Source: an optimization exercise on an open RTL-to-GDS flow (aim: small area, a short achievable clock period and few clock cycles per item). Production flows keep margins and buffers that such runs may drop. In this exercise RTL edits were held to simulation tests only and were not proved equivalent to the original. Power and IR drop assume default switching activity.

[design/flow/config.mk]
export PLATFORM = sky130hd
export DESIGN_NAME = rgb_to_hsv_pixel_top
export DESIGN_NICKNAME = rgb_to_hsv_pixel_top
export VERILOG_FILES = /design/flow/design.v
export SDC_FILE = /design/flow/constraint.sdc
export NUM_CORES = 4
export LEC_CHECK = 0
export CAP_MARGIN = 20
export CORE_MARGIN = 2
export CORE_UTILIZATION = 40
export SLEW_MARGIN = 20
[design/flow/constraint.sdc]
create_clock -name core_clock -period 8.5 [get_ports {clock}]
set_input_delay 1.7000 -clock core_clock [delete_from_list [all_inputs] [get_ports {clock}]]
set_output_delay 1.7000 -clock core_clock [all_outputs]
set_load 0.01 [all_outputs]
[design/flow/design.v]
module rthsv_front #(
   parameter int COMPONENT_BITS = 8,
   parameter int HUE_FRAC_BITS  = 6,
   parameter int QB             = 12
) (
   input  logic                           clock,
   input  logic                           reset,
   input  logic                           pix_valid,
   output logic                           pix_ready,
   input  logic [COMPONENT_BITS-1:0]      pix_red,
   input  logic [COMPONENT_BITS-1:0]      pix_green,
   input  logic [COMPONENT_BITS-1:0]      pix_blue,
   output logic                           out_valid,
   input  logic                           out_ready,
   output logic [COMPONENT_BITS+QB-1:0]   sat_word,
   output logic [COMPONENT_BITS+QB-1:0]   hue_word,
   output logic [COMPONENT_BITS-1:0]      max_val,
   output logic [COMPONENT_BITS-1:0]      delta_val,
   output logic [3:0]                     ctrl
);
   localparam int N  = COMPONENT_BITS;
   localparam int DW = N + QB;
   localparam int SB = HUE_FRAC_BITS + 6;
   localparam logic [SB-1:0] SIXTY_FIX = SB'(60 << HUE_FRAC_BITS);
   logic              valid_ff, valid_in;
   logic [DW-1:0]     sat_word_ff, sat_word_in;
   logic [DW-1:0]     hue_word_ff, hue_word_in;
   logic [N-1:0]      max_ff, max_in;
   logic [N-1:0]      delta_ff, delta_in;
   logic [3:0]        ctrl_ff, ctrl_in;
   logic [N-1:0]      min_val, diff_a, diff_b, diff_mag;
   logic [N+SB-1:0]   hue_prod;
   logic [2*N-1:0]    sat_prod;
   logic              take;
   assign pix_ready = !valid_ff || out_ready;
   assign take      = pix_valid && pix_ready;
   always_comb begin
      ctrl_in = '0;
      if (pix_red >= pix_green && pix_red >= pix_blue) begin
         ctrl_in[1:0] = 2'd0;
         max_in       = pix_red;
         diff_a       = pix_green;
         diff_b       = pix_blue;
      end else if (pix_green >= pix_blue) begin
         ctrl_in[1:0] = 2'd1;
         max_in       = pix_green;
         diff_a       = pix_blue;
         diff_b       = pix_red;
      end else begin
         ctrl_in[1:0] = 2'd2;
         max_in       = pix_blue;
         diff_a       = pix_red;
         diff_b       = pix_green;
      end
      min_val = pix_red;
      if (pix_green < min_val) min_val = pix_green;
      if (pix_blue < min_val)  min_val = pix_blue;
      delta_in   = max_in - min_val;
      ctrl_in[3] = (delta_in == '0);
      ctrl_in[2] = diff_a < diff_b;
      diff_mag   = ctrl_in[2] ? diff_b - diff_a : diff_a - diff_b;
      sat_prod    = {delta_in, {N{1'b0}}} - (2*N)'(delta_in);
      hue_prod    = diff_mag * SIXTY_FIX;
      sat_word_in = DW'(sat_prod);
      hue_word_in = DW'(hue_prod);
   end
   always_comb begin
      valid_in = valid_ff;
      if (pix_ready) valid_in = pix_valid;
   end
   always_ff @(posedge clock) begin
      if (reset) begin
         valid_ff <= 1'b0;
      end else begin
         valid_ff <= valid_in;
      end
   end
   always_ff @(posedge clock) begin
      if (take) begin
         sat_word_ff <= sat_word_in;
         hue_word_ff <= hue_word_in;
         max_ff      <= max_in;
         delta_ff    <= delta_in;
         ctrl_ff     <= ctrl_in;
      end
   end
   assign out_valid = valid_ff;
   assign sat_word  = sat_word_ff;
   assign hue_word  = hue_word_ff;
   assign max_val   = max_ff;
   assign delta_val = delta_ff;
   assign ctrl      = ctrl_ff;
endmodule
module rthsv_div_cell #(
   parameter int COMPONENT_BITS = 8,
   parameter int QB             = 12
) (
   input  logic                           clock,
   input  logic                           reset,
   input  logic                           in_valid,
   output logic                           in_ready,
   input  logic [COMPONENT_BITS+QB-1:0]   in_sat_word,
   input  logic [COMPONENT_BITS+QB-1:0]   in_hue_word,
   input  logic [COMPONENT_BITS-1:0]      in_max,
   input  logic [COMPONENT_BITS-1:0]      in_delta,
   input  logic [3:0]                     in_ctrl,
   output logic                           out_valid,
   input  logic                           out_ready,
   output logic [COMPONENT_BITS+QB-1:0]   out_sat_word,
   output logic [COMPONENT_BITS+QB-1:0]   out_hue_word,
   output logic [COMPONENT_BITS-1:0]      out_max,
   output logic [COMPONENT_BITS-1:0]      out_delta,
   output logic [3:0]                     out_ctrl
);
   localparam int N  = COMPONENT_BITS;
   localparam int DW = N + QB;
   logic          valid_ff, valid_in;
   logic [DW-1:0] sat_word_ff, sat_word_in;
   logic [DW-1:0] hue_word_ff, hue_word_in;
   logic [N-1:0]  max_ff;
   logic [N-1:0]  delta_ff;
   logic [3:0]    ctrl_ff;
   logic [N:0]    sat_trial, hue_trial;
   logic [N+1:0]  sat_sub, hue_sub;
   logic          sat_ge, hue_ge;
   logic          take;
   assign in_ready = !valid_ff || out_ready;
   assign take     = in_valid && in_ready;
   always_comb begin
      sat_trial   = in_sat_word[DW-1:QB-1];
      sat_sub     = {1'b0, sat_trial} - {2'b00, in_max};
      sat_ge      = !sat_sub[N+1];
      sat_word_in = {(sat_ge ? sat_sub[N-1:0] : sat_trial[N-1:0]),
                     in_sat_word[QB-2:0], sat_ge};
      hue_trial   = in_hue_word[DW-1:QB-1];
      hue_sub     = {1'b0, hue_trial} - {2'b00, in_delta};
      hue_ge      = !hue_sub[N+1];
      hue_word_in = {(hue_ge ? hue_sub[N-1:0] : hue_trial[N-1:0]),
                     in_hue_word[QB-2:0], hue_ge};
   end
   always_comb begin
      valid_in = valid_ff;
      if (in_ready) valid_in = in_valid;
   end
   always_ff @(posedge clock) begin
      if (reset) begin
         valid_ff <= 1'b0;
      end else begin
         valid_ff <= valid_in;
      end
   end
   always_ff @(posedge clock) begin
      if (take) begin
         sat_word_ff <= sat_word_in;
         hue_word_ff <= hue_word_in;
         max_ff      <= in_max;
         delta_ff    <= in_delta;
         ctrl_ff     <= in_ctrl;
      end
   end
   assign out_valid    = valid_ff;
   assign out_sat_word = sat_word_ff;
   assign out_hue_word = hue_word_ff;
   assign out_max      = max_ff;
   assign out_delta    = delta_ff;
   assign out_ctrl     = ctrl_ff;
endmodule
module rthsv_back #(
   parameter int COMPONENT_BITS = 8,
   parameter int HUE_FRAC_BITS  = 6,
   parameter int QB             = 12,
   parameter int HB             = 15
) (
   input  logic                           clock,
   input  logic                           reset,
   input  logic                           in_valid,
   output logic                           in_ready,
   input  logic [COMPONENT_BITS+QB-1:0]   in_sat_word,
   input  logic [COMPONENT_BITS+QB-1:0]   in_hue_word,
   input  logic [COMPONENT_BITS-1:0]      in_max,
   input  logic [3:0]                     in_ctrl,
   output logic                           hsv_valid,
   input  logic                           hsv_ready,
   output logic [HB-1:0]                  hsv_hue,
   output logic [COMPONENT_BITS-1:0]      hsv_saturation,
   output logic [COMPONENT_BITS-1:0]      hsv_brightness,
   output logic                           hsv_is_gray
);
   localparam int N   = COMPONENT_BITS;
   localparam int HW  = HB + 1;
   localparam int SB  = HUE_FRAC_BITS + 6;
   localparam logic [HW-1:0] OFF_GREEN = HW'(120 << HUE_FRAC_BITS);
   localparam logic [HW-1:0] OFF_BLUE  = HW'(240 << HUE_FRAC_BITS);
   localparam logic [HW-1:0] FULL_TURN = HW'(360 << HUE_FRAC_BITS);
   logic          valid_ff, valid_in;
   logic [HB-1:0] hue_ff, hue_in;
   logic [N-1:0]  sat_ff, sat_in;
   logic [N-1:0]  bright_ff;
   logic          gray_ff;
   logic [HW-1:0] offset, quot, hue_full;
   logic          take;
   assign in_ready = !valid_ff || hsv_ready;
   assign take     = in_valid && in_ready;
   always_comb begin
      case (in_ctrl[1:0])
         2'd0:    offset = '0;
         2'd1:    offset = OFF_GREEN;
         2'd2:    offset = OFF_BLUE;
         default: offset = '0;
      endcase
      quot = HW'(in_hue_word[SB-1:0]);
      if (!in_ctrl[2]) begin
         hue_full = offset + quot;
      end else if (offset >= quot) begin
         hue_full = offset - quot;
      end else begin
         hue_full = offset + FULL_TURN - quot;
      end
      hue_in = in_ctrl[3] ? '0 : hue_full[HB-1:0];
      sat_in = in_ctrl[3] ? '0 : in_sat_word[N-1:0];
   end
   always_comb begin
      valid_in = valid_ff;
      if (in_ready) valid_in = in_valid;
   end
   always_ff @(posedge clock) begin
      if (reset) begin
         valid_ff <= 1'b0;
      end else begin
         valid_ff <= valid_in;
      end
   end
   always_ff @(posedge clock) begin
      if (take) begin
         hue_ff    <= hue_in;
         sat_ff    <= sat_in;
         bright_ff <= in_max;
         gray_ff   <= in_ctrl[3];
      end
   end
   assign hsv_valid      = valid_ff;
   assign hsv_hue        = hue_ff;
   assign hsv_saturation = sat_ff;
   assign hsv_brightness = bright_ff;
   assign hsv_is_gray    = gray_ff;
endmodule
module rgb_to_hsv_pixel_top #(
   parameter int COMPONENT_BITS = 8,
   parameter int HUE_FRAC_BITS  = 6,
   parameter int HUE_BITS       = $clog2(360 << HUE_FRAC_BITS)
) (
   input  logic                      clock,
   input  logic                      reset,
   input  logic                      pix_valid,
   output logic                      pix_ready,
   input  logic [COMPONENT_BITS-1:0] pix_red,
   input  logic [COMPONENT_BITS-1:0] pix_green,
   input  logic [COMPONENT_BITS-1:0] pix_blue,
   output logic                      hsv_valid,
   input  logic                      hsv_ready,
   output logic [HUE_BITS-1:0]       hsv_hue,
   output logic [COMPONENT_BITS-1:0] hsv_saturation,
   output logic [COMPONENT_BITS-1:0] hsv_brightness,
   output logic                      hsv_is_gray
);
   localparam int N  = COMPONENT_BITS;
   localparam int QB = (COMPONENT_BITS > HUE_FRAC_BITS + 6) ? COMPONENT_BITS : HUE_FRAC_BITS + 6;
   localparam int DW = N + QB;
   logic          st_valid [QB+1];
   logic          st_ready [QB+1];
   logic [DW-1:0] st_sat   [QB+1];
   logic [DW-1:0] st_hue   [QB+1];
   logic [N-1:0]  st_max   [QB+1];
   logic [N-1:0]  st_delta [QB+1];
   logic [3:0]    st_ctrl  [QB+1];
   rthsv_front #(
      .COMPONENT_BITS (COMPONENT_BITS),
      .HUE_FRAC_BITS  (HUE_FRAC_BITS),
      .QB             (QB)
   ) u_front (
      .clock     (clock),
      .reset     (reset),
      .pix_valid (pix_valid),
      .pix_ready (pix_ready),
      .pix_red   (pix_red),
      .pix_green (pix_green),
      .pix_blue  (pix_blue),
      .out_valid (st_valid[0]),
      .out_ready (st_ready[0]),
      .sat_word  (st_sat[0]),
      .hue_word  (st_hue[0]),
      .max_val   (st_max[0]),
      .delta_val (st_delta[0]),
      .ctrl      (st_ctrl[0])
   );
   for (genvar k = 0; k < QB; k++) begin : g_cell
      rthsv_div_cell #(
         .COMPONENT_BITS (COMPONENT_BITS),
         .QB             (QB)
      ) u_cell (
         .clock        (clock),
         .reset        (reset),
         .in_valid     (st_valid[k]),
         .in_ready     (st_ready[k]),
         .in_sat_word  (st_sat[k]),
         .in_hue_word  (st_hue[k]),
         .in_max       (st_max[k]),
         .in_delta     (st_delta[k]),
         .in_ctrl      (st_ctrl[k]),
         .out_valid    (st_valid[k+1]),
         .out_ready    (st_ready[k+1]),
         .out_sat_word (st_sat[k+1]),
         .out_hue_word (st_hue[k+1]),
         .out_max      (st_max[k+1]),
         .out_delta    (st_delta[k+1]),
         .out_ctrl     (st_ctrl[k+1])
      );
   end
   rthsv_back #(
      .COMPONENT_BITS (COMPONENT_BITS),
      .HUE_FRAC_BITS  (HUE_FRAC_BITS),
      .QB             (QB),
      .HB             (HUE_BITS)
   ) u_back (
      .clock          (clock),
      .reset          (reset),
      .in_valid       (st_valid[QB]),
      .in_ready       (st_ready[QB]),
      .in_sat_word    (st_sat[QB]),
      .in_hue_word    (st_hue[QB]),
      .in_max         (st_max[QB]),
      .in_ctrl        (st_ctrl[QB]),
      .hsv_valid      (hsv_valid),
      .hsv_ready      (hsv_ready),
      .hsv_hue        (hsv_hue),
      .hsv_saturation (hsv_saturation),
      .hsv_brightness (hsv_brightness),
      .hsv_is_gray    (hsv_is_gray)
   );
endmodule
[design/flow/run.sh]
#!/bin/bash
# synth_recipe.tcl (not shown) runs the flow's synth.tcl, then flattens the netlist and writes it again
# the make line also repeats each setting of config.mk as NAME=value (left out here)
make -C /OpenROAD-flow-scripts/flow DESIGN_CONFIG=/design/flow/config.mk WORK_HOME=/design/flow/orfs CLKGATE_MAP_FILE= SYNTH_SCRIPT=/design/flow/synth_recipe.tcl finish
==> run notes <==
status=complete, no violations; largest net degree at the start of global routing=55; clock skew=roughly 0.027 ns; Nets=3214; reg-to-reg critical path endpoint=g_cell[1].u_cell.sat_word_ff[9]; Reg2Reg Depth=10; max incr delay on CP=0.51 ns; io pins=62; top-area cell type share of the netlist area=between 50% and 60%; Num Clock Sinks=676; Post-Syn Instances=around 2700; layout cell share with drive strength beyond 1=9.52%; Yosys warnings=11; clock latency (worst-skew pair)=0.61 ns; XOR/XNOR share of the synthesized area=3.67%; postcts setup bufs=0; compound-gate portion of the synthesized area=a little under a tenth; routed len/inst=around 13 um; #FFs+latches synth=about 680; root buffer cell=clkbuf_16; CTS tree=done; mux share of post-synthesis cell area=1.67%; endpoint arrival time on the critical path=roughly 8.3 ns; total track usage=around 13%; Clock transition at path regs=0.06 ns; Synthesized Nets=3005; hold path start=g_cell[4].u_cell.sat_word_ff[0]; post-synthesis simple-gate area fraction=8.15%; Async S/R FF share, synth=0%; FF-to-FF setup slack=approximately 4.7 ns; count of flip-flops with a built-in enable after synthesis=~660; clock tree buffer depth=3; sequential fraction of the synthesis area=just over 60%; total power divided by cell area=approximately 270 mW/mm^2; post-route ant nets=0; total number of vias=between 15000 and 20000; die height=293 um; vias per inst=about 4.9; DRT iter0 DRCs=about 780; routability cong.=around 0.84; Synth Cell Area=0.0334 mm^2; Post-DP HPWL=40.4 mm; initial antenna violation count=0; slew margin rel.=about 30%; Hold Crit Depth=0; Worst Path Max Fanout=13; H-tree depth=3; GR Overflow Total=0; CTS Buf Count=69; Synth Area in Adders=around an eighth; number of core rows=105; achievable frequency=between 100 and 150 MHz; Worst Hold Endpoint=g_cell[5].u_cell.sat_word_ff[1]; Max VDD drop=0.503 mV; CP endpoint kind=flip-flop; Slew Viols, Final=0; Initial Util=around 41%; max_cap viols=0; Top FF cell, synth=edfxtp_1; DP Worst Slack=-0.189 ns; Pleak=15.0 nW; post-route clock period utilization=92.9%; Setup crit start kind=primary input; worst-margin pin slew=1.05 ns; Tmin final=7.90 ns; HP Class=reg2reg; Setup CP Type=in2reg; first-pass GRT wire length=about 90 mm; P&R area growth vs syn=15.0%; Area contributors post-synth=edfxtp_1 (60%), ha_1 (10%), inv_1 (3.9%), a21oi_1 (3.7%), xnor2_1 (2.7%); die width=just under 300 um; number of global-route vias before repair=20000; synthesized area per cell=between 10 and 15 um^2; Buffers on Ports=around 60; Post-route DRC=0; area leader, netlist=edfxtp_1; die area=about 0.086 mm^2; # diodes=0; PnR worst setup slack=about 0.6 ns; count of cell types in the netlist=67; Hold WS=between 0.3 and 0.4 ns; Final Setup Violations=0; core area=between 0.08 and 0.09 mm^2; main combinational cell family by area after synthesis=adder cells; RSZ-0062 raised after global routing=false; final WL=approximately 53 mm; final number of hold-violating endpoints=0; drt pass-1 iters=5; Reg-to-Reg Start=g_cell[11].u_cell.valid_ff; worst endpoint required time=just under 9 ns; critical path's slowest cell=fa_1
-- power by group --
| group | internal (mW) | leakage, nW | total [mW] | switching [mW] |
|---|---|---|---|---|
| Clock | 1.63 | 1.05 | 2.84 | 1.22 |
| Sequential | 4.03 | 6.14 | 4.11 | 0.0822 |
| Combinational | 1.81 | 7.78 | 3.44 | 1.63 |
| Total | 7.46 | 15.0 | 10.4 | 2.93 |
-- layout make-up --
type                       instances  area, um^2
sequential                       676       20200
timing repair buffer             179        1520
multi-input combinational       1610       11900
tap                             1070        1340
clock buffer                      86        1820
clock inverter                    35         315
fill                            7221       44000
inverter                         346        1300
-- placed cells by master (no fill, tap or decap), types with 58 or more instances in the layout --
master / n
a21oi_1: 239
buf_4: 116
clkbuf_16: 69
clkdlybuf4s50_1: 61
edfxtp_1: 662
ha_1: 267
inv_1: 344
nand2_1: 82
nand2b_1: 58
nor2_1: 212
nor3_1: 99
o21ai_0: 129
xnor2_1: 102
-- flip-flops by register name (all words and copies together) (netlist names) --
register                   count
g_cell.u_cell.max_ff          96
u_front.valid_ff               1
u_front.sat_word_ff           15
u_back.sat_ff                  8
g_cell.u_cell.hue_word_ff    172
u_front.hue_word_ff           12
g_cell.u_cell.valid_ff        12
g_cell.u_cell.ctrl_ff         48
u_back.bright_ff               8
u_back.valid_ff                1
u_front.ctrl_ff                4
u_front.max_ff                 8
u_back.hue_ff                 15
u_front.delta_ff               8
g_cell.u_cell.delta_ff        88
u_back.gray_ff                 1
g_cell.u_cell.sat_word_ff    179
-- how the worst max path moves through the flow --
stage,start,cells past startpoint,slack (ns),to
2_1_floorplan,pix_blue[5],30,0.34,u_front.hue_word_ff[19]
3_3_place_gp,pix_green[0],35,-0.13,u_front.hue_word_ff[19]
3_5_place_dp,pix_green[0],35,-0.19,u_front.hue_word_ff[19]
4_1_cts,pix_green[0],35,0.43,u_front.hue_word_ff[19]
5_1_grt,pix_blue[5],31,0.02,u_front.hue_word_ff[19]
6_report,pix_red[0],34,0.60,u_front.hue_word_ff[19]
-- stage by stage --
| step | TNS (ns) | util (%) | instance area [um^2] | cells | power, mW |
|---|---|---|---|---|---|
| floorplan | 0 | - | 33400 | 2673 | 6.44 |
| global placement | -0.171 | 43.9 | 36200 | 3879 | 7.57 |
| detailed placement | -0.417 | 43.9 | 36200 | 3879 | 7.66 |
| CTS | 0 | 46.5 | 38300 | 4000 | 10.5 |
| global route | 0 | 46.6 | 38400 | 4002 | 11.2 |
| finish | 0 | 46.6 | 38400 | 4002 | 10.4 |
-- per-layer routing --
layer  vias to the layer above  GRT usage (%)  part of all wire, %
li1                       9925              -                    -
met1                      9186           13.5                   40
met2                       250           24.5                   54
met4                         0           4.75                  2.5
met5                         -              0                    0
met3                        77           2.14                  3.3
-- cells by family after synthesis --
group | Yosys count
compound gates | 541
xor+xnor | 139
fa+ha+maj | 305
buf+inv | 387
flops | 676
mux | 52
other cells | 1
simple gates | 572
-- cell usage after synthesis (2+ instances only) --
cell / instances
edfxtp_1: 662
xor2_1: 36
o31a_1: 3
o211ai_1: 6
inv_1: 344
a211o_1: 2
fa_1: 37
mux2_2: 29
o21bai_1: 16
nor2b_1: 64
dfxtp_1: 14
and3_1: 5
buf_1: 2
a41oi_1: 2
nor3b_1: 2
a211oi_1: 29
nand2_1: 82
a21oi_1: 247
nand2b_1: 58
or3_1: 5
o31ai_1: 4
nor2_2: 2
nor2_1: 213
mux2i_1: 23
nor3_1: 99
and2_1: 9
o21ai_0: 129
ha_1: 267
o41ai_1: 2
a21o_1: 33
o21a_1: 13
and4_1: 2
xnor2_1: 102
clkbuf_1: 37
and2_0: 3
a221oi_1: 2
nand3_1: 18
a21boi_0: 33
nand4_1: 3
a31oi_1: 7
-- timing repair --
item,in CTS,in global routing
endpoints found under the setup margin,0,2
resized for setup,0,4
hold buffers,0,0
-- critical path: cells and delay by family --
kind	cells	cell delay (ns)
AND/OR/NAND/NOR	3	0.29
multiplexers	1	0.15
AO/OA/AOI/OAI	14	2.51
XOR/XNOR	2	0.31
buffers and inverters	8	1.24
adder cells (fa/ha/maj)	6	2.02
Testbench counts, summed over its fixed seeds: cycles 16,112, items 16,000.

re-timing with driven ports:
Ports are ideal in the flow. The routed layout listed here was re-timed in OpenROAD. Step 1 (the two cells are an assumption about what drives the block):
set clk [get_ports {clock}]
set_driving_cell -lib_cell sky130_fd_sc_hd__clkbuf_16 $clk
set_driving_cell -lib_cell sky130_fd_sc_hd__buf_2 [delete_from_list [all_inputs] $clk]
Step 2 moves the port delays by t, midway between the first and last clock arrival at a register: inputs arrive t later, outputs are due t later. That takes back most of the time a late clock gives input paths. Slacks: ideal ports / drivers / drivers and shift; pairs: ideal ports / drivers.
t (ns): 0.658
setup WS [ns]: 0.600 / 0.640 / -0.018
hold slack, ns: 0.400 / 0.400 / 0.400
slew at the worst register clock pin (ns): 0.06 / 0.06
pins driven straight from the clock port: 1
With both steps, setup timing fails in this run, where it was met with ideal ports. For this run, drivers alone change the setup slack by +0.040 ns; drivers and shift together by -0.618 ns.
